Context: an optimization exercise on an open-source flow, tuned for small area, a short achievable clock period and few clock cycles per item. The choices shown serve that exercise and are no tape-out recipe.
RTL that was checked went through simulation tests only; none was proved equivalent to the original.
The RTL of runs 1 to 3 and 7 was laid out without a check of its function.
No activity file was given, so power comes from the tool's default toggle rates.

### flow/run.sh
#!/bin/bash
# synth_recipe.tcl (not shown) runs the flow's synth.tcl, then flattens the netlist and writes it again
# the make line also repeats each setting of config.mk as NAME=value (left out here)
make -C /OpenROAD-flow-scripts/flow DESIGN_CONFIG=/design/flow/config.mk WORK_HOME=/design/flow/orfs CLKGATE_MAP_FILE= SYNTH_SCRIPT=/design/flow/synth_recipe.tcl finish
### flow/config.mk
export PLATFORM = sky130hd
export DESIGN_NAME = haptic_pattern_sequencer
export DESIGN_NICKNAME = haptic_pattern_sequencer
export VERILOG_FILES = /design/flow/design.v
export SDC_FILE = /design/flow/constraint.sdc
export NUM_CORES = 4
export LEC_CHECK = 0
export CAP_MARGIN = 20
export CORE_MARGIN = 2
export CORE_UTILIZATION = 40
export SLEW_MARGIN = 20
### flow/constraint.sdc
create_clock -name core_clock -period 9.5 [get_ports {clk_i}]
set_input_delay 1.9000 -clock core_clock [delete_from_list [all_inputs] [get_ports {clk_i}]]
set_output_delay 1.9000 -clock core_clock [all_outputs]
set_load 0.01 [all_outputs]
### flow/design.v
package hps_pkg;
  localparam int unsigned MAX_DISTANCE = 2560;
  localparam logic [7:0] PULSE_LEVEL = 8'd210;
  localparam logic [8:0] T_ON1_END   = 9'd45;
  localparam logic [8:0] T_OFF1_END  = 9'd165;
  localparam logic [8:0] T_ON2_END   = 9'd210;
  localparam logic [8:0] T_OFF2_END  = 9'd470;
  localparam logic [14:0] RESET_THRESHOLD = 15'd13;
  localparam logic [15:0] RESET_COOLDOWN  = 16'd500;
  localparam logic FUNC_TICK   = 1'b0;
  localparam logic FUNC_PACKET = 1'b1;
endpackage
module hps_cfg_regs (
  input  logic        clk_i,
  input  logic        rst_ni,
  input  logic        cfg_valid_i,
  output logic        cfg_ready_o,
  input  logic        cfg_index_i,
  input  logic [15:0] cfg_data_i,
  output logic [14:0] thr_o,
  output logic [15:0] cool_o
);
  assign cfg_ready_o = 1'b1;
  always_ff @(posedge clk_i or negedge rst_ni) begin
    if (!rst_ni) begin
      thr_o  <= hps_pkg::RESET_THRESHOLD;
      cool_o <= hps_pkg::RESET_COOLDOWN;
    end else if (cfg_valid_i) begin
      if (cfg_index_i) cool_o <= cfg_data_i;
      else             thr_o  <= cfg_data_i[14:0];
    end
  end
endmodule
module hps_step (
  input  logic [14:0] thr_i,
  input  logic [15:0] distance_i,
  output logic        near_o,     
  output logic [7:0]  guide_o     
);
  logic [14:0] mag;
  logic        far;
  logic [17:0] z;
  assign mag    = distance_i[14:0];
  assign near_o = !distance_i[15] && (mag <= thr_i);
  assign far     = distance_i[15] || (mag[14:12] != 3'd0) || (mag[11] && (mag[10] || mag[9]));
  assign z       = {6'd0, mag[11:0]} * 18'd51 + 18'd511;
  assign guide_o = far ? 8'd0 : ~z[16:9];
endmodule
module haptic_pattern_sequencer (
  input  logic               clk_i,
  input  logic               rst_ni,
  input  logic               cfg_valid_i,
  output logic               cfg_ready_o,
  input  logic [0:0]         cfg_index_i,
  input  logic [15:0]        cfg_data_i,
  input  logic               in_valid_i,
  output logic               in_stall_o,
  input  logic               func_i,
  input  logic signed [15:0] distance_i,
  output logic               out_valid_o,
  input  logic               out_stall_i,
  output logic [7:0]         motor_level_o,
  output logic               level_written_o,
  output logic               pattern_active_o,
  output logic               pattern_started_o
);
  logic [14:0] thr;
  logic [15:0] cool;
  hps_cfg_regs u_cfg (
    .clk_i       (clk_i),
    .rst_ni      (rst_ni),
    .cfg_valid_i (cfg_valid_i),
    .cfg_ready_o (cfg_ready_o),
    .cfg_index_i (cfg_index_i[0]),
    .cfg_data_i  (cfg_data_i),
    .thr_o       (thr),
    .cool_o      (cool)
  );
  logic ir_v, p_v, k_v, out_v;
  logic mv, bv, adv, fire, accept;
  assign mv         = !k_v;                      
  assign bv         = k_v || p_v;                
  assign adv        = !out_v || !out_stall_i;    
  assign fire       = adv && bv;
  assign in_stall_o = k_v;
  assign accept     = in_valid_i && !k_v;
  always_ff @(posedge clk_i or negedge rst_ni) begin
    if (!rst_ni) begin
      ir_v  <= 1'b0;
      p_v   <= 1'b0;
      k_v   <= 1'b0;
      out_v <= 1'b0;
    end else begin
      if (mv) begin
        ir_v <= accept;
        p_v  <= ir_v;
      end
      k_v <= bv && !adv;
      if (adv) out_v <= bv;
    end
  end
  logic        ir_func;
  logic [15:0] ir_dist;
  logic        d_near;
  logic [7:0]  d_guide;
  logic        p_func, p_near, k_func, k_near;
  logic [7:0]  p_guide, k_guide;
  hps_step u_step (
    .thr_i      (thr),
    .distance_i (ir_dist),
    .near_o     (d_near),
    .guide_o    (d_guide)
  );
  always_ff @(posedge clk_i) begin
    if (mv) begin
      ir_func <= func_i;
      ir_dist <= distance_i;
      p_func  <= ir_func;
      p_near  <= d_near;
      p_guide <= d_guide;
      k_func  <= p_func;
      k_near  <= p_near;
      k_guide <= p_guide;
    end
  end
  logic        b_func, b_near;
  logic [7:0]  b_guide;
  logic [16:0] since_q, since_inc, cand;
  logic        gt_q, cand_gt;
  logic        active_q;
  logic [7:0]  level_q;
  logic        written_q, started_q;
  logic        tick, trans, start;
  logic [8:0]  t;
  assign b_func  = k_v ? k_func  : p_func;
  assign b_near  = k_v ? k_near  : p_near;
  assign b_guide = k_v ? k_guide : p_guide;
  assign tick      = (b_func == hps_pkg::FUNC_TICK);
  assign t         = since_q[8:0];
  assign since_inc = since_q[16] ? since_q : since_q + 17'd1;
  assign cand      = (bv && tick) ? since_inc : since_q;
  always_comb begin
    logic c;
    c = 1'b0;
    for (int i = 0; i < 16; i++) c = (cand[i] & ~cool[i]) | ((cand[i] | ~cool[i]) & c);
    cand_gt = cand[16] | c;
  end
  assign trans = tick && active_q &&
                 (t == hps_pkg::T_ON1_END - 9'd1 || t == hps_pkg::T_OFF1_END - 9'd1 ||
                  t == hps_pkg::T_ON2_END - 9'd1 || t == hps_pkg::T_OFF2_END - 9'd1);
  assign start = bv && !tick && b_near && !active_q && gt_q;
  always_ff @(posedge clk_i or negedge rst_ni) begin
    if (!rst_ni) begin
      since_q  <= '0;
      gt_q     <= 1'b0;
      active_q <= 1'b0;
      level_q  <= '0;
    end else begin
      if (adv) gt_q <= !start && cand_gt;
      if (fire) begin
        since_q <= start ? 17'd0 : cand;
        if (tick) begin
          if (trans) begin
            level_q  <= (t == hps_pkg::T_OFF1_END - 9'd1) ? hps_pkg::PULSE_LEVEL : 8'd0;
            active_q <= (t != hps_pkg::T_OFF2_END - 9'd1);
          end
        end else if (!active_q) begin
          level_q  <= start ? hps_pkg::PULSE_LEVEL : b_guide;
          active_q <= start;
        end
      end
    end
  end
  always_ff @(posedge clk_i) begin
    if (fire) begin
      written_q <= tick ? trans : !active_q;
      started_q <= start;
    end
  end
  assign out_valid_o       = out_v;
  assign motor_level_o     = level_q;
  assign level_written_o   = written_q;
  assign pattern_active_o  = active_q;
  assign pattern_started_o = started_q;
endmodule
==> notes.md, run 1 <==
power share of the sequential group 0.283; total inserted antenna cells 0; height of the chip 131 um; portion of total power attributed to combinational logic 0.560; clock-pin slew of the registers on the worst-case setup and hold paths 70 ps; Die W 131 um; # H-tree levels 3; Final Critical Period 4850 ps; Detailed Routing Iterations Pass 1 4; share of the synthesized area in the top cell type 0.205; cell count after synthesis 628; Reg2Reg Capture Point p_guide[7]$_SDFFCE_PP0N_; drt via density 5.06; IR Drop Worst-Case VDD 0.220 mV; worst-path fanout max 7; Internal Pwr Total 1.38 mW; initial standard-cell utilization of the core 0.409; Worst Hold End p_func$_DFFE_PN_; detailed placer's ending HPWL 10300 um; prevailing post-synth register cell sky130_fd_sc_hd__dfrtp_1; maximum clock skew at final layout 11.2 ps; arrival time reported for the critical path endpoint 4930 ps; net count of the mapped netlist 753; summed instance area of the synthesized netlist 0.00647 sq mm; worst-case headroom to the max-slew limit 0.455; Post-CTS Repair Setup Buffers 0; TNS Setup 0 ps; number of synthesized flops with an enable pin 29; path depth of the worst reg2reg path 17; number of cells upsized or downsized after cts 0; layout overhead on the synthesized area 15.7%; number of distinct library cells after synthesis 69; number of port buffers 51; FF+latch count, synth 101; drt initial violations 226; leakage component of the power 3.37 nW; number of vias in the routed layout 4529; Setup Viol. Count Final 0; buffer type at the clock tree root sky130_fd_sc_hd__clkbuf_16; crit-path most repeated cell sky130_fd_sc_hd__inv_1; final net count 799; per-cell routed wire length 15.0 um; transition time of the tightest slew-check pin 817 ps; startpoint-to-endpoint class of the critical path flop to flop; number of max-cap violations 0; origin of the worst min-delay path ir_func$_DFFE_PN_; Warnings, synthesis 2; clock latency reported for the late side of the worst-skew pair 360 ps; hold depth 0; unrepaired setup endpoints after global routing no; class of the tightest hold or removal check flop to flop; CTS tree built; Overall Global Routing Usage 0.165; number of sinks driven by the clock tree 101; per-instance average area after synthesis 10.3 sq um; clock buffer count from CTS 9; post-synthesis async set-or-reset flop share 0.614; Post-CTS Hold Buffers 0; Net Switching 970 uW; Reg2Reg Setup Slack 4650 ps; slowest cell delay on critical path 590 ps; most common library cells after synthesis 87 x sky130_fd_sc_hd__inv_1, 70 x sky130_fd_sc_hd__ha_1, 53 x sky130_fd_sc_hd__dfrtp_1; maximum clock frequency 206 MHz; area of the multi-input gates 0.00342 sq mm; net switching fraction of the power 0.413; Site Rows 46; largest net degree at the start of global routing 63; register area 0.00263 sq mm; critical path startpoint category flop; GRT overflow 0; run status complete, no violations; number of global-route vias before repair 4673; number of antenna violations at the first check in global routing 0; buffers and inverters on the worst path 4; crit-path cells inv_1 -> ha_1 -> inv_1 -> fa_1 -> ha_1 -> inv_1 -> fa_1 -> inv_1 -> ha_1 -> a21o_1 -> a21o_1 -> a21o_1 -> a2111oi_0 -> nor3_1 -> o31ai_1 -> nand3_1 -> nor3b_1; # DRC 0; CORE AREA 0.0158 sq mm; number of failing hold endpoints at the final stage 0; top area cells in the synthesized netlist sky130_fd_sc_hd__dfrtp_1 20%, sky130_fd_sc_hd__ha_1 14%, sky130_fd_sc_hd__edfxtp_1 13%; endpoint type of the worst setup path flop; worst flop-to-flop path startpoint ir_dist[1]$_DFFE_PN_; Die Footprint 0.0172 sq mm; wirelength, routed 13400 um; fraction of final layout cells with drive strength greater than 1 0.113; routability congestion estimate from global placement 0.860; Max stage delay cell, worst path sky130_fd_sc_hd__a2111oi_0; largest buffer count on any clock path 2; family with the most delay on the worst path adder cells; number of max-slew violations in the final report 0; post-layout total power 2.35 mW; cell taking the most area after synthesis sky130_fd_sc_hd__dfrtp_1; Filler Cells Inserted 1440; share of total power in the clock network 0.158; part of the Yosys area used for sequential elements 0.407; most frequent cell after synthesis sky130_fd_sc_hd__inv_1; worst path required time 9580 ps; crit share post-route 0.510; first-pass GRT wire length 23100 um; post-route antenna net violation count 0; number of ports placed on the die boundary 53; Pwr Density 313 mW/mm^2
## state kept, by name, indices dropped and copies added (netlist names), 8 cells and up
signal,cells
since_q,17
level_q,8
u_cfg.thr_o,15
k_guide,8
p_guide,8
ir_dist,16
u_cfg.cool_o,16
## worst max path at each step
stage / start / end / slack [ps] / depth (start not counted)
after global placement: ir_dist[1]$_DFFE_PN_ / p_guide[7]$_SDFFCE_PP0N_ / 4770 / 17
after global routing: ir_dist[1]$_DFFE_PN_ / p_guide[7]$_SDFFCE_PP0N_ / 4420 / 17
after floorplan: ir_dist[1]$_DFFE_PN_ / p_guide[7]$_SDFFCE_PP0N_ / 5070 / 17
after detailed placement: ir_dist[1]$_DFFE_PN_ / p_guide[7]$_SDFFCE_PP0N_ / 4690 / 17
final: ir_dist[1]$_DFFE_PN_ / p_guide[7]$_SDFFCE_PP0N_ / 4650 / 17
after CTS: ir_dist[1]$_DFFE_PN_ / p_guide[7]$_SDFFCE_PP0N_ / 4660 / 17
## worst register-to-register path: cells and delay by family (launching register included)
family	cells	cell delay, ps
AND/OR/NAND/NOR	3	430
buffers and inverters	4	290
flip-flops	1	480
AO/OA/AOI/OAI	5	1510
adder cells (fa/ha/maj)	5	1870
## per-layer routing
layer  track usage  share of wire  vias to the layer above  wire, um
met5             0              0                        -         0
met4        0.0495          0.015                        0       205
met3        0.0394          0.042                       18       563
met2         0.263           0.46                       89      6190
met1         0.222           0.48                     2157      6430
li1              -              -                     2265         -
## through the flow
| step | cell area, sq um | util | std cells | hold WS [ps] | setup WS, ps |
|---|---|---|---|---|---|
| detailed placement | 7200 | 0.455 | 879 | 431 | 4690 |
| floorplan | 6470 | - | 628 | 400 | 5070 |
| global route | 7490 | 0.473 | 895 | 457 | 4420 |
| finish | 7490 | 0.473 | 895 | 430 | 4650 |
| global placement | 7180 | 0.454 | 878 | 407 | 4770 |
| CTS | 7490 | 0.473 | 895 | 437 | 4660 |
## placed cells by master (no fill, tap or decap), types with 10 or more instances in the layout
master,n
sky130_fd_sc_hd__a21o_1,13
sky130_fd_sc_hd__a21oi_1,20
sky130_fd_sc_hd__clkdlybuf4s50_1,50
sky130_fd_sc_hd__dfrtp_1,53
sky130_fd_sc_hd__dfxtp_1,10
sky130_fd_sc_hd__edfxtp_1,29
sky130_fd_sc_hd__fa_1,16
sky130_fd_sc_hd__ha_1,70
sky130_fd_sc_hd__inv_1,87
sky130_fd_sc_hd__mux2_2,33
sky130_fd_sc_hd__nand2_1,49
sky130_fd_sc_hd__nand3_1,13
sky130_fd_sc_hd__nor2_1,27
sky130_fd_sc_hd__nor2b_1,11
sky130_fd_sc_hd__o21ai_0,41
sky130_fd_sc_hd__o31ai_1,13
sky130_fd_sc_hd__xnor2_1,13
sky130_fd_sc_hd__xor2_1,10
## final cells by class
cell class              instances  area share
flip-flops and latches        101       0.352
repair buffers                 56      0.0735
clock inverters                 6     0.00702
inverters                      87      0.0436
clock buffers                  10      0.0319
multi-input cells             419       0.456
well taps                     216      0.0361
## cell families (layout without fill, tap and decap cells)
family          count (synthesis)  after routing  synth area share
simple gates                  146            146             0.113
compound gates                124            124             0.131
buf+inv                       108            159            0.0655
flops                         101            101             0.407
fa+ha+maj                      89             89             0.190
mux                            36             36            0.0620
xor+xnor                       23             23            0.0311
other cells                     1              1          0.000579
## power groups by stage
| stage | combinational [mW] | sequential (mW) | clock (mW) |
|---|---|---|---|
| final | 1.31 | 0.664 | 0.370 |
| after global routing | 1.51 | 0.681 | 0.398 |
| after CTS | 1.33 | 0.665 | 0.381 |
| after detailed placement | 1.31 | 0.674 | 0 |
| after global placement | 1.28 | 0.671 | 0 |
| after floorplan | 1.02 | 0.637 | 0 |
==> inputs of run 2 (changes only) <==
--- a/flow/config.mk
+++ b/flow/config.mk
@@ -8,4 +8,5 @@
 export CAP_MARGIN = 20
 export CORE_MARGIN = 2
-export CORE_UTILIZATION = 40
+export CORE_UTILIZATION = 70
+export CTS_BUF_LIST = sky130_fd_sc_hd__clkbuf_4 sky130_fd_sc_hd__clkbuf_8
 export SLEW_MARGIN = 20
==> run 2 against run 1 <==
First-iteration DRC count shrank 22%. Synthesized cell count stayed put. Critical endpoint unchanged. Synthesized area is the same. Clock skew is 3.1 ps higher. Core utilization up 32 points. Highest routed layer unchanged. Sequential share of layout area up 1.2 points. Wire length shrank 4.4%. Still clean. Flip-flop and latch count is the same.
==> notes.md, run 2 <==
endpoint type of the worst setup path flop; max FFs per register 17; top area cells in the synthesized netlist sky130_fd_sc_hd__dfrtp_1 20%, sky130_fd_sc_hd__ha_1 14%, sky130_fd_sc_hd__edfxtp_1 13%; detailed placer's ending HPWL 10100 um; Detailed Routing Iterations Pass 1 4; total inserted antenna cells 0; number of port buffers 51; # H-tree levels 3; Die W 100 um; maximum clock skew at final layout 14.3 ps; number of sinks driven by the clock tree 101; Final Critical Period 4930 ps; CORE AREA 0.00911 sq mm; slowest cell delay on critical path 630 ps; startpoint-to-endpoint class of the critical path flop to flop; prevailing post-synth register cell sky130_fd_sc_hd__dfrtp_1; core occupancy in the finished layout 0.796; Filler Cells Inserted 587; clock buffer count from CTS 9; per-instance average area after synthesis 10.3 sq um; part of the Yosys area used for sequential elements 0.407; fraction of final layout cells with drive strength greater than 1 0.112; number of max-cap violations 0; buffer type at the clock tree root sky130_fd_sc_hd__clkbuf_8; Regs by FF count since_q x17, ir_dist x16, u_cfg.cool_o x16; per-cell routed wire length 16.2 um; Max stage delay cell, worst path sky130_fd_sc_hd__a2111oi_0; # DRC 0; drt initial violations 176; number of max-slew violations in the final report 0; cell taking the most area after synthesis sky130_fd_sc_hd__dfrtp_1; run status complete, no violations; worst path required time 9580 ps; worst-case headroom to the max-slew limit 0.302; clock-pin slew of the registers on the worst-case setup and hold paths 100 ps; Die Footprint 0.0100 sq mm; summed instance area of the synthesized netlist 0.00647 sq mm; register ranked first by flip-flop count since_q; cell count after synthesis 628; share of the synthesized area in the top cell type 0.205; TNS Setup 0 ps; Setup Viol. Count Final 0; worst-path fanout max 7; critical path startpoint category flop; initial standard-cell utilization of the core 0.711; routability congestion estimate from global placement 0.950; layout overhead on the synthesized area 12.0%; maximum clock frequency 203 MHz; post-route antenna net violation count 0; clock latency reported for the late side of the worst-skew pair 350 ps; Post-CTS Hold Buffers 0; crit share post-route 0.519; leakage component of the power 3.32 nW; Warnings, synthesis 2; arrival time reported for the critical path endpoint 5010 ps; crit-path most repeated cell sky130_fd_sc_hd__inv_1; number of ports placed on the die boundary 53; number of distinct library cells after synthesis 69; number of synthesized flops with an enable pin 29; height of the chip 100 um; final net count 798; top library cells by usage in the layout, fill and taps aside 87 x sky130_fd_sc_hd__inv_1, 70 x sky130_fd_sc_hd__ha_1, 53 x sky130_fd_sc_hd__dfrtp_1; number of vias in the routed layout 4595; transition time of the tightest slew-check pin 1050 ps; GRT overflow 0; wirelength, routed 12800 um; Pwr Density 314 mW/mm^2; most common library cell in the layout ignoring fill and taps sky130_fd_sc_hd__inv_1; crit-path cells inv_1 -> ha_1 -> inv_1 -> fa_1 -> ha_1 -> inv_1 -> fa_1 -> inv_1 -> ha_1 -> a21o_1 -> a21o_1 -> a21o_1 -> a2111oi_0 -> nor3_1 -> o31ai_1 -> nand3_1 -> nor3b_1; IR Drop Worst-Case VDD 0.222 mV; Overall Global Routing Usage 0.270; net count of the mapped netlist 753; unrepaired setup endpoints after global routing no; first-pass GRT wire length 21500 um; number of global-route vias before repair 4693; number of failing hold endpoints at the final stage 0; largest net degree at the start of global routing 63; number of cells upsized or downsized after cts 0; Post-CTS Repair Setup Buffers 0; most common library cells after synthesis 87 x sky130_fd_sc_hd__inv_1, 70 x sky130_fd_sc_hd__ha_1, 53 x sky130_fd_sc_hd__dfrtp_1; largest buffer count on any clock path 2; most frequent cell after synthesis sky130_fd_sc_hd__inv_1; Reg2Reg Setup Slack 4570 ps; number of antenna violations at the first check in global routing 0; drt via density 5.82; class of the tightest hold or removal check flop to flop; CTS tree built; FF+latch count, synth 101; post-synthesis async set-or-reset flop share 0.614; Site Rows 35
## run 2: cell count changes in the layout (fill, tap and decap cells not counted), sizes merged
| cell | change |
|---|---|
| buf | -1 |
## run 2: critical path: cells and delay by family, from the launching register on
family / cells / cell delay (ps)
AO/OA/AOI/OAI: 5 / 1570
adder cells (fa/ha/maj): 5 / 1880
buffers and inverters: 4 / 280
flip-flops: 1 / 470
AND/OR/NAND/NOR: 3 / 460
## run 2: per-stage QoR
| step | cells | worst slack [ps] | power, mW | instance area [sq um] | hold slack [ps] |
|---|---|---|---|---|---|
| 3_3_place_gp | 773 | 4840 | 1.92 | 7050 | 441 |
| 3_5_place_dp | 773 | 4630 | 2.00 | 7050 | 446 |
| 5_1_grt | 789 | 4110 | 2.49 | 7250 | 471 |
| 2_1_floorplan | 628 | 5070 | 1.66 | 6470 | 400 |
| 4_1_cts | 789 | 4600 | 2.28 | 7250 | 472 |
| 6_report | 789 | 4570 | 2.28 | 7250 | 458 |
## run 2: final timing paths
check / to / depth (start not counted) / from
max in group asynchronous: u_cfg.thr_o[1]$_DFFE_PN0P_ / 2 / rst_ni
hold reg to reg: p_func$_DFFE_PN_ / 0 / ir_func$_DFFE_PN_
hold / removal: p_func$_DFFE_PN_ / 0 / ir_func$_DFFE_PN_
setup reg to reg: p_guide[7]$_SDFFCE_PP0N_ / 17 / ir_dist[1]$_DFFE_PN_
min in group asynchronous: since_q[11]$_DFFE_PN0P_ / 2 / rst_ni
setup / recovery: p_guide[7]$_SDFFCE_PP0N_ / 17 / ir_dist[1]$_DFFE_PN_
## run 2: metal layers
metal	vias up	wire (um)	global-route usage
li1	2263	-	-
met3	17	482	0.0397
met1	2200	5630	0.349
met5	-	0	0
met4	0	235	0.0864
met2	115	6450	0.472
## run 2: cell type report
type | instances | area (sq um) | share of cell area
Sequential cell | 101 | 2630 | 0.363
Clock inverter | 6 | 62.6 | 0.00863
Clock buffer | 10 | 138 | 0.0190
Timing Repair Buffer | 55 | 536 | 0.0738
Multi-Input combinational cell | 419 | 3420 | 0.471
Tap cell | 111 | 139 | 0.0192
Inverter | 87 | 327 | 0.0450
## run 2: cells by family (layout without fill, tap and decap cells)
kind of cell | Yosys count | after routing | synth area share
xor+xnor | 23 | 23 | 0.0311
mux | 36 | 36 | 0.0620
buf+inv | 108 | 158 | 0.0655
compound gates | 124 | 124 | 0.131
other cells | 1 | 1 | 0.000579
simple gates | 146 | 146 | 0.113
flops | 101 | 101 | 0.407
fa+ha+maj | 89 | 89 | 0.190
## run 2: where the power goes
group / internal [mW] / switching [mW] / total, mW
clock: 0.110 / 0.158 / 0.268
sequential: 0.574 / 0.0918 / 0.665
combinational: 0.621 / 0.721 / 1.34
==> inputs of run 3 (changes only) <==
--- a/flow/config.mk
+++ b/flow/config.mk
@@ -6,7 +6,9 @@
 export NUM_CORES = 4
 export LEC_CHECK = 0
+export ABC_CLOCK_PERIOD_IN_PS = 3000
 export CAP_MARGIN = 20
 export CORE_MARGIN = 2
 export CORE_UTILIZATION = 70
 export CTS_BUF_LIST = sky130_fd_sc_hd__clkbuf_4 sky130_fd_sc_hd__clkbuf_8
+export SETUP_SLACK_MARGIN = 5
 export SLEW_MARGIN = 20
==> run 3 against run 2 <==
Die area unchanged. Still clean on timing, DRC and antenna. Critical endpoint unchanged. Fmax grew 14%. Clock-buffer cell count stayed put. Critical path depth is the same. Critical path type unchanged.
==> notes.md, run 3 <==
per-instance average area after synthesis 10.3 sq um; wirelength, routed 12900 um; final net count 802; Detailed Routing Iterations Pass 1 4; cell taking the most area after synthesis sky130_fd_sc_hd__dfrtp_1; per-cell routed wire length 16.3 um; class of the tightest hold or removal check flop to flop; Overall Global Routing Usage 0.272; prevailing post-synth register cell sky130_fd_sc_hd__dfrtp_1; number of global-route vias before repair 4721; summed instance area of the synthesized netlist 0.00647 sq mm; endpoint type of the worst setup path flop; drt initial violations 201; GRT overflow 0; initial standard-cell utilization of the core 0.711; total inserted antenna cells 0; post-synthesis async set-or-reset flop share 0.614; clock latency reported for the late side of the worst-skew pair 360 ps; startpoint-to-endpoint class of the critical path flop to flop; Place WS 4630 ps; run status complete, no violations; # H-tree levels 3; register ranked first by flip-flop count since_q; area of all placed cells without fillers 0.00731 sq mm; routability congestion estimate from global placement 0.950; core occupancy in the finished layout 0.803; largest buffer count on any clock path 2; total cell area at the placement stage 0.00705 sq mm; detailed placer's ending HPWL 10100 um; post-layout total power 2.40 mW; Setup Viol. Count Final 0; unrepaired setup endpoints after global routing yes; top library cells by usage in the layout, fill and taps aside 87 x sky130_fd_sc_hd__inv_1, 70 x sky130_fd_sc_hd__ha_1, 52 x sky130_fd_sc_hd__dfrtp_1; FF+latch count, synth 101; worst-case headroom to the max-slew limit 0.316; net count of the mapped netlist 753; CTS tree built; most common library cell in the layout ignoring fill and taps sky130_fd_sc_hd__inv_1; number of sinks driven by the clock tree 101; number of port buffers 51; Die Footprint 0.0100 sq mm; crit share post-route 0.455; transition time of the tightest slew-check pin 1030 ps; Die W 100 um; worst path required time 9590 ps; hold slack final 460 ps; setup ws final 5180 ps; number of max-slew violations in the final report 0; CORE AREA 0.00911 sq mm; number of ports placed on the die boundary 53; number of placed instances, taps included 773; top area cells in the synthesized netlist sky130_fd_sc_hd__dfrtp_1 20%, sky130_fd_sc_hd__ha_1 14%, sky130_fd_sc_hd__edfxtp_1 13%; post-route antenna net violation count 0; number of failing hold endpoints at the final stage 0; first-pass GRT wire length 21700 um; worst-path fanout max 3; max FFs per register 17; most common library cells after synthesis 87 x sky130_fd_sc_hd__inv_1, 70 x sky130_fd_sc_hd__ha_1, 53 x sky130_fd_sc_hd__dfrtp_1; maximum clock skew at final layout 13.3 ps; share of the synthesized area in the top cell type 0.205; Warnings, synthesis 2; arrival time reported for the critical path endpoint 4410 ps; # DRC 0; clock buffer count from CTS 9; IR Drop Worst-Case VDD 0.228 mV; leakage component of the power 3.34 nW; buffer type at the clock tree root sky130_fd_sc_hd__clkbuf_8; Filler Cells Inserted 573; critical path startpoint category flop; Regs by FF count since_q x17, ir_dist x16, u_cfg.cool_o x16; number of antenna violations at the first check in global routing 0; number of max-cap violations 0; maximum clock frequency 231 MHz; number of distinct library cells after synthesis 69; layout overhead on the synthesized area 13.0%; number of synthesized flops with an enable pin 29; register area 0.00264 sq mm; number of vias in the routed layout 4642; drt via density 5.85; height of the chip 100 um; Pwr Density 327 mW/mm^2; Final Critical Period 4320 ps; Site Rows 35; clock-pin slew of the registers on the worst-case setup and hold paths 100 ps; Post-CTS Hold Buffers 0; TNS Setup 0 ps; cell count after synthesis 628; filler-free cell count of the finished design 793; fraction of final layout cells with drive strength greater than 1 0.125; most frequent cell after synthesis sky130_fd_sc_hd__inv_1; area of the multi-input gates 0.00345 sq mm; largest net degree at the start of global routing 63; part of the Yosys area used for sequential elements 0.407
[run 3: cell counts after synthesis]
Identical to the previous run, type by type.
[run 3: final timing paths]
kind | start | end | slack, ps | cells past startpoint
setup / recovery | ir_dist[2]$_DFFE_PN_ | p_guide[7]$_SDFFCE_PP0N_ | 5180 | 17
hold / removal | ir_func$_DFFE_PN_ | p_func$_DFFE_PN_ | 460 | 0
setup reg to reg | ir_dist[2]$_DFFE_PN_ | p_guide[7]$_SDFFCE_PP0N_ | 5180 | 17
hold reg to reg | ir_func$_DFFE_PN_ | p_func$_DFFE_PN_ | 460 | 0
max in group asynchronous | rst_ni | k_v$_DFF_PN0_ | 7250 | 2
min in group asynchronous | rst_ni | since_q[12]$_DFFE_PN0P_ | 1690 | 2
[run 3: worst max-delay path, stage by stage, from the launching register on]
cell                        delay (ps)
sky130_fd_sc_hd__edfxtp_1          430
sky130_fd_sc_hd__inv_1             120
sky130_fd_sc_hd__ha_1              270
sky130_fd_sc_hd__inv_1              90
sky130_fd_sc_hd__fa_1              430
sky130_fd_sc_hd__ha_1              300
sky130_fd_sc_hd__inv_1              50
sky130_fd_sc_hd__fa_1              500
sky130_fd_sc_hd__inv_1              40
sky130_fd_sc_hd__ha_1              280
sky130_fd_sc_hd__a21o_1            160
sky130_fd_sc_hd__a21o_1            170
sky130_fd_sc_hd__a21o_1            230
sky130_fd_sc_hd__a2111oi_4         360
sky130_fd_sc_hd__nor3_2            110
sky130_fd_sc_hd__o31ai_2           260
sky130_fd_sc_hd__nand3_1           110
sky130_fd_sc_hd__nor3b_1           150
[run 3: kinds of logic (layout without fill, tap and decap cells)]
group | count (synthesis) | in the layout | synth area share
adders and majority gates | 89 | 89 | 0.190
AOI/OAI and AO/OA | 124 | 124 | 0.131
xor gates and xnor gates | 23 | 23 | 0.0311
muxes | 36 | 36 | 0.0620
other | 1 | 1 | 0.000579
and+or+nand+nor | 146 | 146 | 0.113
DFF | 101 | 101 | 0.407
buffers and inverters | 108 | 162 | 0.0655
[run 3: cell type report]
type / count / area share
repair buffers: 59 / 0.0773
multi-input cells: 419 / 0.471
well taps: 111 / 0.0190
clock buffers: 10 / 0.0188
flip-flops and latches: 101 / 0.360
clock inverters: 6 / 0.00855
inverters: 87 / 0.0446
[run 3: timing repair]
item                                    in CTS  in global routing
hold endpoints to repair                     0                  0
endpoints found under the setup margin       4                  5
setup buffers                                1                  3
resized for setup                            3                  4
pin swaps                                    0                  2
[run 3: where the power goes]
group          switching (mW)  internal, mW  leakage (nW)
logic                   0.778         0.683          2.08
clock network           0.160         0.110         0.104
registers              0.0907         0.574          1.15
total                    1.03          1.37          3.34
[run 3: per-layer routing]
layer	vias up	global-route usage	wire length, um
met5	-	0	0
met1	2228	0.350	5730
met2	118	0.475	6450
met3	21	0.0397	488
met4	0	0.0864	270
li1	2275	-	-
==> inputs of run 4 (changes only) <==
--- a/flow/design.v
+++ b/flow/design.v
@@ -36,14 +36,23 @@
   input  logic [15:0] distance_i,
   output logic        near_o,     
-  output logic [7:0]  guide_o     
+  output logic [7:0]  t_o,
+  output logic        e_o
 );
   logic [14:0] mag;
   logic        far;
-  logic [17:0] z;
-  assign mag    = distance_i[14:0];
-  assign near_o = !distance_i[15] && (mag <= thr_i);
-  assign far     = distance_i[15] || (mag[14:12] != 3'd0) || (mag[11] && (mag[10] || mag[9]));
-  assign z       = {6'd0, mag[11:0]} * 18'd51 + 18'd511;
-  assign guide_o = far ? 8'd0 : ~z[16:9];
+  logic        c;
+  logic [17:0] m, v, z;
+  assign mag = distance_i[14:0];
+  always_comb begin
+    c = 1'b0;
+    for (int i = 0; i < 15; i++) c = (mag[i] & ~thr_i[i]) | ((mag[i] | ~thr_i[i]) & c);
+  end
+  assign near_o = !distance_i[15] && !c;
+  assign far = distance_i[15] || (mag[14:12] != 3'd0) || (mag[11] && (mag[10] || mag[9]));
+  assign m   = {6'd0, mag[11:0]};
+  assign v   = (m << 4) + m;       
+  assign z   = (v << 1) + v;       
+  assign t_o = z[16:9] | {8{far}};
+  assign e_o = (mag[8:0] != 9'd0) && !far;
 endmodule
 module haptic_pattern_sequencer (
@@ -102,13 +111,14 @@
   logic        ir_func;
   logic [15:0] ir_dist;
-  logic        d_near;
-  logic [7:0]  d_guide;
-  logic        p_func, p_near, k_func, k_near;
-  logic [7:0]  p_guide, k_guide;
+  logic        d_near, d_e;
+  logic [7:0]  d_t;
+  logic        p_func, p_near, p_e, k_func, k_near, k_e;
+  logic [7:0]  p_t, k_t;
   hps_step u_step (
     .thr_i      (thr),
     .distance_i (ir_dist),
     .near_o     (d_near),
-    .guide_o    (d_guide)
+    .t_o        (d_t),
+    .e_o        (d_e)
   );
   always_ff @(posedge clk_i) begin
@@ -118,12 +128,15 @@
       p_func  <= ir_func;
       p_near  <= d_near;
-      p_guide <= d_guide;
+      p_t     <= d_t;
+      p_e     <= d_e;
       k_func  <= p_func;
       k_near  <= p_near;
-      k_guide <= p_guide;
+      k_t     <= p_t;
+      k_e     <= p_e;
     end
   end
   logic        b_func, b_near;
-  logic [7:0]  b_guide;
+  logic [7:0]  b_t, b_guide;
+  logic        b_e;
   logic [16:0] since_q, since_inc, cand;
   logic        gt_q, cand_gt;
@@ -135,8 +148,17 @@
   assign b_func  = k_v ? k_func  : p_func;
   assign b_near  = k_v ? k_near  : p_near;
-  assign b_guide = k_v ? k_guide : p_guide;
+  assign b_t     = k_v ? k_t     : p_t;
+  assign b_e     = k_v ? k_e     : p_e;
+  assign b_guide = ~(b_t + {7'd0, b_e});
   assign tick      = (b_func == hps_pkg::FUNC_TICK);
   assign t         = since_q[8:0];
-  assign since_inc = since_q[16] ? since_q : since_q + 17'd1;
+  always_comb begin
+    logic c;
+    c = !since_q[16];
+    for (int i = 0; i < 17; i++) begin
+      since_inc[i] = since_q[i] ^ c;
+      c = c & since_q[i];
+    end
+  end
   assign cand      = (bv && tick) ? since_inc : since_q;
   always_comb begin
--- a/flow/config.mk
+++ b/flow/config.mk
@@ -6,5 +6,4 @@
 export NUM_CORES = 4
 export LEC_CHECK = 0
-export ABC_CLOCK_PERIOD_IN_PS = 3000
 export CAP_MARGIN = 20
 export CORE_MARGIN = 2
==> run 4 against run 3 <==
Still clean. Register-to-register slack got worse by 20 ps. Setup slack got worse by 19 ps. Sequential share of layout area increased by 5.8 points. Clock-buffer cell count unchanged. Global-route usage increased by 1.5 points. Synthesized cell count decreased by 21%. Sequential power decreased by 1%. Fmax decreased by 0.43%. Clock power decreased by 1%. Design area decreased by 12%. Clock skew decreased by 4.2 ps. Largest cell class unchanged. Largest power group unchanged.
==> notes.md, run 4 <==
number of max-cap violations 0; worst flop-to-flop path startpoint since_q[0]$_DFFE_PN0P_; summed instance area of the synthesized netlist 0.00561 sq mm; largest net degree at the start of global routing 63; parity-gate share of the synthesized area counting xor and xnor cells 0.0343; number of ports placed on the die boundary 53; Die W 93.5 um; CTS tree built; total cell area at the placement stage 0.00618 sq mm; number of port buffers 51; Reg2Reg Capture Point gt_q$_DFFE_PN0N_; per-cell routed wire length 17.7 um; wirelength, routed 11700 um; first-pass GRT wire length 19400 um; clock-pin slew of the registers on the worst-case setup and hold paths 100 ps; Setup Viol. Count Final 0; origin of the worst min-delay path ir_func$_DFFE_PN_; drt initial violations 257; Final Critical Period 4340 ps; number of sinks driven by the clock tree 103; post-route antenna net violation count 0; maximum clock skew at final layout 9.08 ps; height of the chip 93.5 um; run status complete, no violations; initial standard-cell utilization of the core 0.726; post-layout total power 1.79 mW; part of the Yosys area used for sequential elements 0.478; hold depth 0; Adder-Cell Fraction of Synth Area 0.104; path depth of the worst reg2reg path 24; Reg2Reg Setup Slack 5160 ps; register ranked first by flip-flop count since_q; Warnings, synthesis 3; GRT overflow 0; routability congestion estimate from global placement 0.900; most common library cells after synthesis 53 x sky130_fd_sc_hd__dfrtp_1, 41 x sky130_fd_sc_hd__ha_1, 37 x sky130_fd_sc_hd__nand2_1; startpoint-to-endpoint class of the critical path flop to flop; Worst Hold End p_func$_DFFE_PN_; IR Drop Worst-Case VDD 0.237 mV; Post-CTS Hold Buffers 0; transition time of the tightest slew-check pin 1030 ps; Overall Global Routing Usage 0.287; net count of the mapped netlist 580; Site Rows 32; maximum clock frequency 230 MHz; number of global-route vias before repair 4132; most frequent cell after synthesis sky130_fd_sc_hd__dfrtp_1; largest buffer count on any clock path 2; TNS Setup 0 ps; drt via density 6.26; per-instance average area after synthesis 11.2 sq um; number of distinct library cells after synthesis 69; arrival time reported for the critical path endpoint 4610 ps; clock buffer count from CTS 9; class of the tightest hold or removal check flop to flop; dominant combinational cell family by area after synthesis compound AO/OA/AOI/OAI gates; number of synthesized flops with an enable pin 30; core occupancy in the finished layout 0.831; number of antenna violations at the first check in global routing 0; total inserted antenna cells 0; prevailing post-synth register cell sky130_fd_sc_hd__dfrtp_1; CORE AREA 0.00773 sq mm; layout overhead on the synthesized area 14.4%; endpoint type of the worst setup path flop; detailed placer's ending HPWL 8830 um; area of the multi-input gates 0.00278 sq mm; buffer type at the clock tree root sky130_fd_sc_hd__clkbuf_8; # DRC 0; final net count 634; clock latency reported for the late side of the worst-skew pair 370 ps; top area cells in the synthesized netlist sky130_fd_sc_hd__dfrtp_1 24%, sky130_fd_sc_hd__edfxtp_1 16%, sky130_fd_sc_hd__ha_1 9.1%; critical path startpoint category flop; unrepaired setup endpoints after global routing no; post-synthesis async set-or-reset flop share 0.602; cell count after synthesis 499; compound-cell area share of the yosys netlist 0.136; leakage component of the power 2.69 nW; Detailed Routing Iterations Pass 1 5; worst-case headroom to the max-slew limit 0.312; most common library cell in the layout ignoring fill and taps sky130_fd_sc_hd__dfrtp_1; number of max-slew violations in the final report 0; worst path required time 9760 ps; Regs by FF count since_q x17, ir_dist x16, u_cfg.cool_o x16; area fraction in and, or, nand and nor cells after synthesis 0.115; number of failing hold endpoints at the final stage 0; register area 0.00268 sq mm; max FFs per register 17; Pwr Density 278 mW/mm^2; FF+latch count, synth 103; share of the synthesized area in the top cell type 0.236; fraction of final layout cells with drive strength greater than 1 0.149; Filler Cells Inserted 450; cell taking the most area after synthesis sky130_fd_sc_hd__dfrtp_1; mux cell area share after synthesis 0.101; number of vias in the routed layout 4130; worst-path fanout max 4; top library cells by usage in the layout, fill and taps aside 53 x sky130_fd_sc_hd__dfrtp_1, 50 x sky130_fd_sc_hd__clkdlybuf4s50_1, 40 x sky130_fd_sc_hd__ha_1; crit share post-route 0.457; area of all placed cells without fillers 0.00642 sq mm; Die Footprint 0.00875 sq mm; # H-tree levels 3
run 4: changes by cell type after synthesis, sizes merged, moves of 6 or more:
cell	change
a21o	-9
a22o	+14
nand2	-11
o21ai	-10
a2111oi	-6
ha	-29
clkbuf	-9
fa	-15
inv	-61
nand4	-6
mux2i	+13
run 4: through the flow:
stage | std cells | setup slack (ps) | hold WS, ps
2_1_floorplan | 499 | 5540 | 400
3_3_place_gp | 641 | 5410 | 406
3_5_place_dp | 641 | 5190 | 437
4_1_cts | 657 | 5180 | 455
5_1_grt | 660 | 4870 | 475
6_report | 660 | 5160 | 451
run 4: kinds of logic (layout without fill, tap and decap cells):
kind of cell | count (synthesis) | count (layout)
other cells | 1 | 1
mux | 52 | 52
buf+inv | 39 | 98
simple gates | 122 | 122
compound gates | 113 | 113
xor+xnor | 22 | 22
flops | 103 | 103
fa+ha+maj | 47 | 47
run 4: worst max-delay path, stage by stage (launching register included):
cell and delay, ps:
sky130_fd_sc_hd__dfrtp_1 430, sky130_fd_sc_hd__ha_2 200, sky130_fd_sc_hd__ha_1 170, sky130_fd_sc_hd__ha_1 180, sky130_fd_sc_hd__ha_1 190, sky130_fd_sc_hd__ha_1 190, sky130_fd_sc_hd__ha_1 180, sky130_fd_sc_hd__ha_1 180
sky130_fd_sc_hd__ha_1 180, sky130_fd_sc_hd__ha_1 180, sky130_fd_sc_hd__ha_1 170, sky130_fd_sc_hd__ha_1 180, sky130_fd_sc_hd__ha_1 180, sky130_fd_sc_hd__ha_1 180, sky130_fd_sc_hd__ha_1 180, sky130_fd_sc_hd__ha_1 180
sky130_fd_sc_hd__ha_1 200, sky130_fd_sc_hd__nand2_1 100, sky130_fd_sc_hd__xnor2_1 90, sky130_fd_sc_hd__a31oi_1 180, sky130_fd_sc_hd__o21ai_0 140, sky130_fd_sc_hd__a21oi_1 160, sky130_fd_sc_hd__nor2_1 60, sky130_fd_sc_hd__nor2_1 120
sky130_fd_sc_hd__nand2_1 50
run 4: how the worst max path moves through the flow:
stage | end | from | depth (start not counted)
final | gt_q$_DFFE_PN0N_ | since_q[0]$_DFFE_PN0P_ | 24
after global routing | gt_q$_DFFE_PN0N_ | since_q[0]$_DFFE_PN0P_ | 24
after CTS | gt_q$_DFFE_PN0N_ | since_q[16]$_DFFE_PN0P_ | 23
after detailed placement | gt_q$_DFFE_PN0N_ | since_q[16]$_DFFE_PN0P_ | 23
after global placement | gt_q$_DFFE_PN0N_ | since_q[16]$_DFFE_PN0P_ | 25
after floorplan | gt_q$_DFFE_PN0N_ | since_q[0]$_DFFE_PN0P_ | 22
run 4: cell type report:
cell class | instances | area share
Inverter | 26 | 0.0152
Timing Repair Buffer | 56 | 0.0846
Clock buffer | 10 | 0.0214
Tap cell | 102 | 0.0199
Sequential cell | 103 | 0.418
Multi-Input combinational cell | 357 | 0.433
Clock inverter | 6 | 0.00799
run 4: what timing repair did:
action / 4_1_cts / 5_1_grt
setup buffers: 0 / 2
resized for setup: 0 / 3
endpoints found under the setup margin: 0 / 1
run 4: where the power goes:
part,internal [mW],switching [mW]
clock network,0.107,0.159
logic,0.395,0.471
registers,0.564,0.0912
total,1.07,0.721
run 4: routing by layer:
| layer | vias to the layer above | GRT usage | wire length [um] | part of all wire |
|---|---|---|---|---|
| li1 | 1947 | - | - | - |
| met1 | 2014 | 0.352 | 4810 | 0.41 |
| met2 | 148 | 0.502 | 6000 | 0.51 |
| met3 | 21 | 0.0669 | 695 | 0.059 |
| met4 | 0 | 0.0907 | 197 | 0.017 |
| met5 | - | 0 | 0 | 0 |
Testbench counts of run 4, summed over its fixed seeds: cycles 32,024, beats 32,000.
==> inputs of run 5 (changes only) <==
--- a/flow/design.v
+++ b/flow/design.v
@@ -86,5 +86,5 @@
     .cool_o      (cool)
   );
-  logic ir_v, p_v, k_v, out_v;
+  logic ir_v, p_v, k_v, go_q, out_v;
   logic mv, bv, adv, fire, accept;
   assign mv         = !k_v;                      
@@ -92,5 +92,5 @@
   assign adv        = !out_v || !out_stall_i;    
   assign fire       = adv && bv;
-  assign in_stall_o = k_v;
+  assign in_stall_o = !go_q;      
   assign accept     = in_valid_i && !k_v;
   always_ff @(posedge clk_i or negedge rst_ni) begin
@@ -98,6 +98,7 @@
       ir_v  <= 1'b0;
       p_v   <= 1'b0;
-      k_v   <= 1'b0;
-      out_v <= 1'b0;
+      k_v     <= 1'b0;
+      go_q    <= 1'b1;
+      out_v   <= 1'b0;
     end else begin
       if (mv) begin
@@ -105,5 +106,6 @@
         p_v  <= ir_v;
       end
-      k_v <= bv && !adv;
+      k_v     <= bv && !adv;
+      go_q    <= !(bv && !adv);
       if (adv) out_v <= bv;
     end
@@ -139,6 +141,6 @@
   logic [7:0]  b_t, b_guide;
   logic        b_e;
-  logic [16:0] since_q, since_inc, cand;
-  logic        gt_q, cand_gt;
+  logic [16:0] since_q, since_inc;
+  logic        gt_q, gt_next;
   logic        active_q;
   logic [7:0]  level_q;
@@ -161,10 +163,9 @@
     end
   end
-  assign cand      = (bv && tick) ? since_inc : since_q;
   always_comb begin
-    logic c;
-    c = 1'b0;
-    for (int i = 0; i < 16; i++) c = (cand[i] & ~cool[i]) | ((cand[i] | ~cool[i]) & c);
-    cand_gt = cand[16] | c;
+    logic g;
+    g = bv && tick;
+    for (int i = 0; i < 16; i++) g = (since_q[i] & ~cool[i]) | ((since_q[i] | ~cool[i]) & g);
+    gt_next = since_q[16] | g;
   end
   assign trans = tick && active_q &&
@@ -179,7 +180,7 @@
       level_q  <= '0;
     end else begin
-      if (adv) gt_q <= !start && cand_gt;
+      if (adv) gt_q <= !start && gt_next;
       if (fire) begin
-        since_q <= start ? 17'd0 : cand;
+        since_q <= start ? 17'd0 : (tick ? since_inc : since_q);
         if (tick) begin
           if (trans) begin
==> run 5 against run 4 <==
Still clean. Wire length fell by 1.1%. Final cell count decreased by 0.76%. Total power rose by 4.0%. Critical path type unchanged. Largest cell class is now registers. Largest power group unchanged.
==> notes.md, run 5 <==
run status complete, no violations; hold slack final 454 ps; prevailing post-synth register cell sky130_fd_sc_hd__dfrtp_1; startpoint-to-endpoint class of the critical path flop to flop; number of sinks driven by the clock tree 104; summed instance area of the synthesized netlist 0.00554 sq mm; number of ports placed on the die boundary 53; worst path required time 9720 ps; CTS tree built; worst-case headroom to the max-slew limit 0.295; top library cells by usage in the layout, fill and taps aside 53 x sky130_fd_sc_hd__dfrtp_1, 50 x sky130_fd_sc_hd__clkdlybuf4s50_1, 45 x sky130_fd_sc_hd__inv_1; cell taking the most area after synthesis sky130_fd_sc_hd__dfrtp_1; drt via density 6.19; number of vias in the routed layout 4055; Max stage delay cell, worst path sky130_fd_sc_hd__dfrtp_1; transition time of the tightest slew-check pin 1060 ps; number of port buffers 51; share of the synthesized area in the top cell type 0.239; per-cell routed wire length 17.7 um; Reg2Reg Setup Slack 5690 ps; most frequent cell after synthesis sky130_fd_sc_hd__dfrtp_1; critical path startpoint category flop; core occupancy in the finished layout 0.827; total inserted antenna cells 0; crit-path most repeated cell sky130_fd_sc_hd__ha_1; buffer type at the clock tree root sky130_fd_sc_hd__clkbuf_8; Die W 92.9 um; cell count after synthesis 495; TNS Setup 0 ps; most common library cell in the layout ignoring fill and taps sky130_fd_sc_hd__dfrtp_1; post-synthesis async set-or-reset flop share 0.606; drt initial violations 149; number of failing hold endpoints at the final stage 0; number of antenna violations at the first check in global routing 0; number of max-cap violations 0; Setup Viol. Count Final 0; layout overhead on the synthesized area 14.9%; unrepaired setup endpoints after global routing no; Pwr Density 292 mW/mm^2; Detailed Routing Iterations Pass 1 5; clock buffer count from CTS 9; initial standard-cell utilization of the core 0.720; slowest cell delay on critical path 380 ps; Post-CTS Repair Setup Buffers 0; clock latency reported for the late side of the worst-skew pair 370 ps; height of the chip 92.9 um; number of max-slew violations in the final report 0; maximum clock frequency 262 MHz; Overall Global Routing Usage 0.292; worst flop-to-flop path startpoint since_q[16]$_DFFE_PN0P_; CORE AREA 0.00769 sq mm; number of cells upsized or downsized after cts 0; Site Rows 32; final net count 629; # DRC 0; Warnings, synthesis 3; wirelength, routed 11600 um; number of global-route vias before repair 4065; Filler Cells Inserted 458; Reg2Reg Capture Point since_q[16]$_DFFE_PN0P_; detailed placer's ending HPWL 8590 um; clock-pin slew of the registers on the worst-case setup and hold paths 100 ps; register ranked first by flip-flop count since_q; hold depth 0; Final Critical Period 3810 ps; top area cells in the synthesized netlist sky130_fd_sc_hd__dfrtp_1 24%, sky130_fd_sc_hd__edfxtp_1 16%, sky130_fd_sc_hd__ha_1 9.3%; Post-CTS Hold Buffers 0; leakage component of the power 2.69 nW; path depth of the worst reg2reg path 20; crit-path cells inv_1 -> ha_1 -> ha_1 -> ha_1 -> ha_1 -> ha_1 -> ha_1 -> ha_1 -> ha_1 -> ha_1 -> ha_1 -> ha_1 -> ha_1 -> ha_1 -> ha_1 -> ha_1 -> ha_1 -> nand3_1 -> xnor2_1 -> a21oi_1; worst-path fanout max 3; Die Footprint 0.00864 sq mm; number of distinct library cells after synthesis 62; max FFs per register 17; number of synthesized flops with an enable pin 30; critical path capture point since_q[16]$_DFFE_PN0P_; largest net degree at the start of global routing 64; per-instance average area after synthesis 11.2 sq um; largest buffer count on any clock path 2; arrival time reported for the critical path endpoint 4040 ps; Regs by FF count since_q x17, ir_dist x16, u_cfg.cool_o x16; crit share post-route 0.401; net count of the mapped netlist 576; critical path launch point since_q[16]$_DFFE_PN0P_; maximum clock skew at final layout 13.9 ps; post-route antenna net violation count 0; part of the Yosys area used for sequential elements 0.489; class of the tightest hold or removal check flop to flop; GRT overflow 0; first-pass GRT wire length 19500 um; FF+latch count, synth 104; fraction of final layout cells with drive strength greater than 1 0.134; IR Drop Worst-Case VDD 0.240 mV; routability congestion estimate from global placement 0.848; most common library cells after synthesis 53 x sky130_fd_sc_hd__dfrtp_1, 45 x sky130_fd_sc_hd__inv_1, 41 x sky130_fd_sc_hd__ha_1; # H-tree levels 3; endpoint type of the worst setup path flop
run 5: worst min path at each step:
stage,start,to,slack [ps]
2_1_floorplan,ir_func$_DFFE_PN_,p_func$_DFFE_PN_,400
3_3_place_gp,k_near$_DFF_P_,k_near$_DFF_P_,430
3_5_place_dp,ir_func$_DFFE_PN_,p_func$_DFFE_PN_,450
4_1_cts,ir_func$_DFFE_PN_,p_func$_DFFE_PN_,470
5_1_grt,ir_func$_DFFE_PN_,p_func$_DFFE_PN_,470
6_report,ir_func$_DFFE_PN_,p_func$_DFFE_PN_,450
run 5: layout make-up:
cell class / count / area, sq um / area share
Sequential cell: 104 / 2710 / 0.426
Multi-Input combinational cell: 333 / 2600 / 0.409
Timing Repair Buffer: 55 / 536 / 0.0842
Inverter: 45 / 169 / 0.0266
Clock buffer: 11 / 139 / 0.0218
Tap cell: 102 / 128 / 0.0201
Clock inverter: 5 / 80.1 / 0.0126
run 5: logic make-up after synthesis:
family,Yosys count,synth area share
AOI/OAI and AO/OA,120,0.154
xor gates and xnor gates,23,0.0364
other,1,0.000677
and+or+nand+nor,100,0.0888
adders and majority gates,52,0.115
DFF,104,0.489
buffers and inverters,58,0.0411
muxes,37,0.0746
run 5: routing by layer:
layer / up-vias / routed length, um / track usage
li1: 1921 / - / -
met5: - / 0 / 0
met2: 151 / 5850 / 0.507
met1: 1951 / 4810 / 0.362
met4: 0 / 309 / 0.109
met3: 32 / 591 / 0.0578
run 5: power breakdown:
part           leakage (nW)  switching (mW)  internal (mW)  total, mW
sequential             1.15          0.0863          0.579      0.666
combinational          1.42           0.484          0.402      0.886
clock                 0.111           0.151          0.155      0.306
total                  2.69           0.721           1.14       1.86
run 5: metrics by stage:
| step | setup slack [ps] | power, mW | instances | cell area [sq um] |
|---|---|---|---|---|
| detailed placement | 5720 | 1.55 | 639 | 6140 |
| CTS | 5680 | 1.85 | 655 | 6360 |
| floorplan | 5930 | 1.31 | 495 | 5540 |
| finish | 5690 | 1.86 | 655 | 6360 |
| global route | 5440 | 2.00 | 655 | 6360 |
| global placement | 5830 | 1.50 | 639 | 6140 |
run 5: worst max-delay path, delay by kind of cell, from the launching register on:
kind	cells	cell delay, ps
flops	1	380
simple gates	1	90
xor+xnor	1	130
compound gates	1	50
fa+ha+maj	16	2930
buf+inv	1	80
Testbench counts of run 5, summed over its fixed seeds: cycles 32,024, beats 32,000.
==> inputs of run 6 (changes only) <==
==> flow/flow/run.sh (new file) <==
#!/bin/bash
# Standard layout, with the smallest buffer on each port instead of the resizer's default.
set -euo pipefail
bash standard.sh "BUFFER_PORTS_ARGS=-buffer_cell sky130_fd_sc_hd__buf_1" finish > standard_flow.log 2>&1
==> flow/standard.sh (new file) <==
#!/bin/bash
# synth_recipe.tcl (not shown) runs the flow's synth.tcl, then flattens the netlist and writes it again
# the make line also repeats each setting of config.mk as NAME=value (left out here)
make -C /OpenROAD-flow-scripts/flow DESIGN_CONFIG=/design/flow/config.mk WORK_HOME=/design/flow/orfs CLKGATE_MAP_FILE= SYNTH_SCRIPT=/design/flow/synth_recipe.tcl "${@:-finish}"
removed: flow/run.sh
==> run 6 against run 5 <==
Sequential share of layout area increased by 1.8 points. Clock power grew 16%. Design area decreased by 4.2%. Final cell count did not move. Critical path type unchanged. Highest routed layer unchanged. Core utilization is 3.4 points lower. Clock skew shrank 2.1 ps. Worst hold slack improved by 6.9 ps. Sequential power about the same. Fmax grew 0.90%. Still clean. Register-to-register slack better by 30 ps. Non-clock buffer count is the same.
==> notes.md, run 6 <==
filler-free cell count of the finished design 655; portion of total power attributed to combinational logic 0.454; maximum clock skew at final layout 11.8 ps; endpoint type of the worst setup path flop; unrepaired setup endpoints after global routing no; path depth of the worst reg2reg path 17; per-instance average area after synthesis 11.2 sq um; number of max-cap violations 0; maximum clock frequency 265 MHz; drt via density 6.12; largest net degree at the start of global routing 64; top area cells in the synthesized netlist sky130_fd_sc_hd__dfrtp_1 24%, sky130_fd_sc_hd__edfxtp_1 16%, sky130_fd_sc_hd__ha_1 9.3%; Overall Global Routing Usage 0.273; power share of the sequential group 0.356; number of sinks driven by the clock tree 104; TNS Setup 0 ps; post-synthesis async set-or-reset flop share 0.606; number of synthesized flops with an enable pin 30; largest buffer count on any clock path 2; prevailing post-synth register cell sky130_fd_sc_hd__dfrtp_1; cell count after synthesis 495; number of placed instances, taps included 639; routability congestion estimate from global placement 0.859; initial standard-cell utilization of the core 0.720; register ranked first by flip-flop count since_q; Post-CTS Repair Setup Buffers 0; FF+latch count, synth 104; arrival time reported for the critical path endpoint 4050 ps; Post-CTS Hold Buffers 0; buffer type at the clock tree root sky130_fd_sc_hd__clkbuf_8; hold depth 0; number of failing hold endpoints at the final stage 0; layout overhead on the synthesized area 10.1%; number of max-slew violations in the final report 0; Setup Viol. Count Final 0; worst path required time 9770 ps; final net count 629; detailed placer's ending HPWL 8000 um; Die Footprint 0.00864 sq mm; clock-pin slew of the registers on the worst-case setup and hold paths 100 ps; post-route antenna net violation count 0; IR Drop Worst-Case VDD 0.224 mV; share of the synthesized area in the top cell type 0.239; worst-path fanout max 5; startpoint-to-endpoint class of the critical path flop to flop; number of port buffers 51; number of cells upsized or downsized after cts 0; Regs by FF count since_q x17, ir_dist x16, u_cfg.cool_o x16; wirelength, routed 11000 um; # DRC 0; Pwr Density 306 mW/mm^2; Internal Pwr Total 1.15 mW; # H-tree levels 3; fraction of final layout cells with drive strength greater than 1 0.134; summed instance area of the synthesized netlist 0.00554 sq mm; top library cells by usage in the layout, fill and taps aside 53 x sky130_fd_sc_hd__dfrtp_1, 50 x sky130_fd_sc_hd__buf_1, 44 x sky130_fd_sc_hd__inv_1; most common library cell in the layout ignoring fill and taps sky130_fd_sc_hd__dfrtp_1; drt initial violations 138; most frequent cell after synthesis sky130_fd_sc_hd__dfrtp_1; worst-case headroom to the max-slew limit 0.369; Net Switching 715 uW; per-cell routed wire length 16.7 um; critical path startpoint category flop; CORE AREA 0.00769 sq mm; crit share post-route 0.398; cell taking the most area after synthesis sky130_fd_sc_hd__dfrtp_1; max FFs per register 17; run status complete, no violations; share of total power in the clock network 0.191; part of the Yosys area used for sequential elements 0.489; first-pass GRT wire length 18600 um; leakage component of the power 2.57 nW; most common library cells after synthesis 53 x sky130_fd_sc_hd__dfrtp_1, 45 x sky130_fd_sc_hd__inv_1, 41 x sky130_fd_sc_hd__ha_1; CTS tree built; number of distinct library cells after synthesis 62; Detailed Routing Iterations Pass 1 5; Warnings, synthesis 3; Reg2Reg Setup Slack 5720 ps; Die W 92.9 um; number of vias in the routed layout 4011; height of the chip 92.9 um; class of the tightest hold or removal check flop to flop; net count of the mapped netlist 576; clock buffer count from CTS 9; number of antenna violations at the first check in global routing 0; transition time of the tightest slew-check pin 940 ps; Site Rows 32; clock latency reported for the late side of the worst-skew pair 370 ps; Final Critical Period 3780 ps; number of global-route vias before repair 4012; GRT overflow 0; total inserted antenna cells 0; net switching fraction of the power 0.383; number of ports placed on the die boundary 53
run 6: worst paths after layout:
path	to	startpoint
worst max-delay path	since_q[15]$_DFFE_PN0P_	since_q[0]$_DFFE_PN0P_
worst min-delay path	p_func$_DFFE_PN_	ir_func$_DFFE_PN_
worst max register to register	since_q[15]$_DFFE_PN0P_	since_q[0]$_DFFE_PN0P_
worst min register to register	p_func$_DFFE_PN_	ir_func$_DFFE_PN_
max in group asynchronous	u_cfg.cool_o[0]$_DFFE_PN0P_	rst_ni
min in group asynchronous	since_q[14]$_DFFE_PN0P_	rst_ni
run 6: through the flow:
| stage | power, mW | worst slack, ps | hold WS (ps) | util | cell area (sq um) |
|---|---|---|---|---|---|
| 2_1_floorplan | 1.31 | 5930 | 400 | - | 5540 |
| 3_3_place_gp | 1.46 | 5830 | 435 | 0.758 | 5830 |
| 3_5_place_dp | 1.51 | 5750 | 443 | 0.758 | 5830 |
| 4_1_cts | 1.87 | 5730 | 465 | 0.793 | 6100 |
| 5_1_grt | 2.00 | 5480 | 475 | 0.793 | 6100 |
| 6_report | 1.87 | 5720 | 460 | 0.793 | 6100 |
run 6: area by class of cell:
type	count	area [sq um]
clock buffer	11	139
timing repair buffer	55	223
inverter	45	169
tap	102	128
clock inverter	5	129
sequential	104	2710
fill	492	1590
multi-input combinational	333	2600
run 6: logic make-up after synthesis:
kind of cell | share of synthesized area
muxes | 0.0746
buffers and inverters | 0.0411
AOI/OAI and AO/OA | 0.154
and+or+nand+nor | 0.0888
DFF | 0.489
adders and majority gates | 0.115
xor gates and xnor gates | 0.0364
other | 0.000677
run 6: power groups by stage:
stage               logic (mW)  registers [mW]  clock network, mW
finish                   0.847           0.664              0.356
detailed placement       0.835           0.672                  0
floorplan                0.665           0.649                  0
global route             0.953           0.676              0.376
CTS                      0.845           0.663              0.361
global placement         0.796           0.665                  0
run 6: metal layers:
layer	GRT usage	share of wire
met1	0.352	0.44
met2	0.471	0.50
met3	0.0464	0.038
met4	0.0895	0.018
met5	0	0
run 6: critical path, stage by stage (launching register included):
cell                      delay [ps]
sky130_fd_sc_hd__dfrtp_1         440
sky130_fd_sc_hd__ha_1            220
sky130_fd_sc_hd__ha_1            190
sky130_fd_sc_hd__ha_1            190
sky130_fd_sc_hd__ha_1            180
sky130_fd_sc_hd__ha_1            180
sky130_fd_sc_hd__ha_1            180
sky130_fd_sc_hd__ha_1            180
sky130_fd_sc_hd__ha_1            190
sky130_fd_sc_hd__ha_1            180
sky130_fd_sc_hd__ha_1            180
sky130_fd_sc_hd__ha_1            180
sky130_fd_sc_hd__ha_1            170
sky130_fd_sc_hd__ha_1            180
sky130_fd_sc_hd__ha_1            180
sky130_fd_sc_hd__ha_1            180
sky130_fd_sc_hd__ha_1            260
sky130_fd_sc_hd__a32o_1          220
==> inputs of run 7 (changes only) <==
--- a/flow/design.v
+++ b/flow/design.v
@@ -152,14 +152,11 @@
   assign b_t     = k_v ? k_t     : p_t;
   assign b_e     = k_v ? k_e     : p_e;
-  assign b_guide = ~(b_t + {7'd0, b_e});
+  always_comb begin
+    for (int i = 0; i < 8; i++) b_guide[i] = ~(b_t[i] ^ (b_e && (&(b_t | ~((8'd1 << i) - 8'd1)))));
+  end
   assign tick      = (b_func == hps_pkg::FUNC_TICK);
   assign t         = since_q[8:0];
   always_comb begin
-    logic c;
-    c = !since_q[16];
-    for (int i = 0; i < 17; i++) begin
-      since_inc[i] = since_q[i] ^ c;
-      c = c & since_q[i];
-    end
+    for (int i = 0; i < 17; i++) since_inc[i] = since_q[i] ^ (!since_q[16] && (&(since_q | ~((17'd1 << i) - 17'd1))));
   end
   always_comb begin
==> flow/run.sh (new file) <==
#!/bin/bash
# synth_recipe.tcl (not shown) runs the flow's synth.tcl, then flattens the netlist and writes it again
# the make line also repeats each setting of config.mk as NAME=value (left out here)
make -C /OpenROAD-flow-scripts/flow DESIGN_CONFIG=/design/flow/config.mk WORK_HOME=/design/flow/orfs CLKGATE_MAP_FILE= SYNTH_SCRIPT=/design/flow/synth_recipe.tcl finish
removed: flow/flow/run.sh
removed: flow/standard.sh
==> run 7 against run 6 <==
Die area grew 4.0%. Synthesized area grew 4.2%. Fmax shrank 5.8%. Sequential power grew 4.8%. Synthesized cell count grew 12%. Largest power group unchanged. Global-route usage grew 1.5 points. Critical path depth shrank 2. Clock-buffer cell count is the same. Worst hold slack lost 3.7 ps.
==> notes.md, run 7 <==
hold depth 0; TNS Setup 0 ps; drt initial violations 163; maximum clock frequency 249 MHz; leakage component of the power 2.60 nW; arrival time reported for the critical path endpoint 4250 ps; Regs by FF count since_q x17, ir_dist x16, u_cfg.cool_o x16; buffer type at the clock tree root sky130_fd_sc_hd__clkbuf_8; Worst Hold End p_func$_DFFE_PN_; Overall Global Routing Usage 0.288; number of cells upsized or downsized after cts 0; hold slack final 457 ps; class of the tightest hold or removal check flop to flop; max FFs per register 17; post-synthesis async set-or-reset flop share 0.606; Filler Cells Inserted 530; clock latency reported for the late side of the worst-skew pair 370 ps; top area cells in the synthesized netlist sky130_fd_sc_hd__dfrtp_1 23%, sky130_fd_sc_hd__edfxtp_1 16%, sky130_fd_sc_hd__mux2_2 7.0%; crit-path cells ha_1 -> fa_1 -> a21o_1 -> a21oi_1 -> nor2b_1 -> o31a_1 -> o22ai_1 -> xnor2_1 -> ha_1 -> a21o_1 -> a21o_1 -> nor4_1 -> a21oi_1 -> or3_1 -> nand3_1; clock buffer count from CTS 9; Die W 94.8 um; cell count after synthesis 552; layout overhead on the synthesized area 12.9%; number of max-slew violations in the final report 0; post-route antenna net violation count 0; clock-pin slew of the registers on the worst-case setup and hold paths 100 ps; Reg2Reg Setup Slack 5490 ps; FF+latch count, synth 104; Post-CTS Repair Setup Buffers 0; slowest cell delay on critical path 500 ps; wirelength, routed 11900 um; Site Rows 33; most common library cells after synthesis 53 x sky130_fd_sc_hd__dfrtp_1, 39 x sky130_fd_sc_hd__nor2_1, 38 x sky130_fd_sc_hd__inv_1; height of the chip 94.8 um; first-pass GRT wire length 20000 um; initial standard-cell utilization of the core 0.713; Final Critical Period 4010 ps; fraction of final layout cells with drive strength greater than 1 0.135; Post-CTS Hold Buffers 0; worst-case headroom to the max-slew limit 0.435; run status complete, no violations; path depth of the worst reg2reg path 15; worst path required time 9740 ps; number of port buffers 51; net count of the mapped netlist 617; top library cells by usage in the layout, fill and taps aside 53 x sky130_fd_sc_hd__dfrtp_1, 50 x sky130_fd_sc_hd__clkdlybuf4s50_1, 39 x sky130_fd_sc_hd__nor2_1; number of sinks driven by the clock tree 104; per-cell routed wire length 16.7 um; Pwr Density 292 mW/mm^2
## run 7: cell count changes after synthesis, moves of 5 or more
| cell | previous run | this run |
|---|---|---|
| sky130_fd_sc_hd__nor2_1 | 15 | 39 |
| sky130_fd_sc_hd__ha_1 | 41 | 25 |
| sky130_fd_sc_hd__nand3_1 | 6 | 22 |
| sky130_fd_sc_hd__a32o_1 | 16 | 1 |
| sky130_fd_sc_hd__a21oi_1 | 19 | 29 |
| sky130_fd_sc_hd__nand4_1 | 1 | 10 |
| sky130_fd_sc_hd__o21ai_0 | 27 | 18 |
| sky130_fd_sc_hd__nor2b_1 | 4 | 12 |
| sky130_fd_sc_hd__inv_1 | 45 | 38 |
| sky130_fd_sc_hd__a21o_1 | 5 | 11 |
| sky130_fd_sc_hd__a31oi_1 | 1 | 6 |
| sky130_fd_sc_hd__buf_2 | 2 | 7 |
## run 7: final cells by class
type / count / share of cell area
Inverter: 40 / 0.0230
Multi-Input combinational cell: 393 / 0.435
Sequential cell: 104 / 0.416
Tap cell: 105 / 0.0202
Timing Repair Buffer: 53 / 0.0799
Clock inverter: 5 / 0.00499
Clock buffer: 11 / 0.0213
## run 7: where the power goes
part | internal, mW | switching [mW]
Sequential | 0.585 | 0.111
Combinational | 0.428 | 0.526
Clock | 0.102 | 0.153
Total | 1.12 | 0.790
## run 7: worst max path at each step
stage / slack (ps) / startpoint / to
3_5_place_dp: 5390 / out_stall_i / level_q[3]$_DFFE_PN0P_
2_1_floorplan: 5850 / ir_dist[4]$_DFFE_PN_ / p_t[7]$_DFFE_PN_
4_1_cts: 5500 / ir_dist[4]$_DFFE_PN_ / p_t[7]$_DFFE_PN_
6_report: 5490 / ir_dist[4]$_DFFE_PN_ / p_t[7]$_DFFE_PN_
5_1_grt: 5160 / ir_dist[4]$_DFFE_PN_ / p_t[7]$_DFFE_PN_
3_3_place_gp: 5450 / out_stall_i / since_q[15]$_DFFE_PN0P_
## run 7: cells by family (layout without fill, tap and decap cells)
group,count (synthesis),in the layout,synth area share
flip-flops,104,104,0.470
AO/OA/AOI/OAI,124,124,0.151
buffers and inverters,55,109,0.0393
multiplexers,41,41,0.0811
other,1,1,0.000650
XOR/XNOR,28,28,0.0425
AND/OR/NAND/NOR,168,168,0.150
adder cells (fa/ha/maj),31,31,0.0664
## run 7: critical path: cells and delay by family (launching register included)
family                   cells  cell delay, ps
AND/OR/NAND/NOR              4             810
flip-flops                   1             500
AO/OA/AOI/OAI                7            1400
XOR/XNOR                     1             170
adder cells (fa/ha/maj)      3            1020
## run 7: metal layers
layer	track usage	vias up	part of all wire
li1	-	2110	-
met1	0.365	2083	0.42
met2	0.482	158	0.49
met3	0.0503	37	0.058
met4	0.132	0	0.038
met5	0	-	0
## run 7: per-stage QoR
| stage | instance area [sq um] | setup WS [ps] | utilization | std cells |
|---|---|---|---|---|
| global route | 6520 | 5160 | 0.805 | 711 |
| detailed placement | 6340 | 5390 | 0.784 | 695 |
| global placement | 6340 | 5450 | 0.784 | 695 |
| floorplan | 5770 | 5850 | - | 552 |
| CTS | 6520 | 5500 | 0.805 | 711 |
| finish | 6520 | 5490 | 0.805 | 711 |

Check on run 7: ideal ports give 5.488 ns setup slack; a clkbuf_16 on the clock port and buf_2 on the inputs give 5.488 ns; moving port delays by the midpoint clock arrival (0.398 ns) as well gives 5.355 ns.
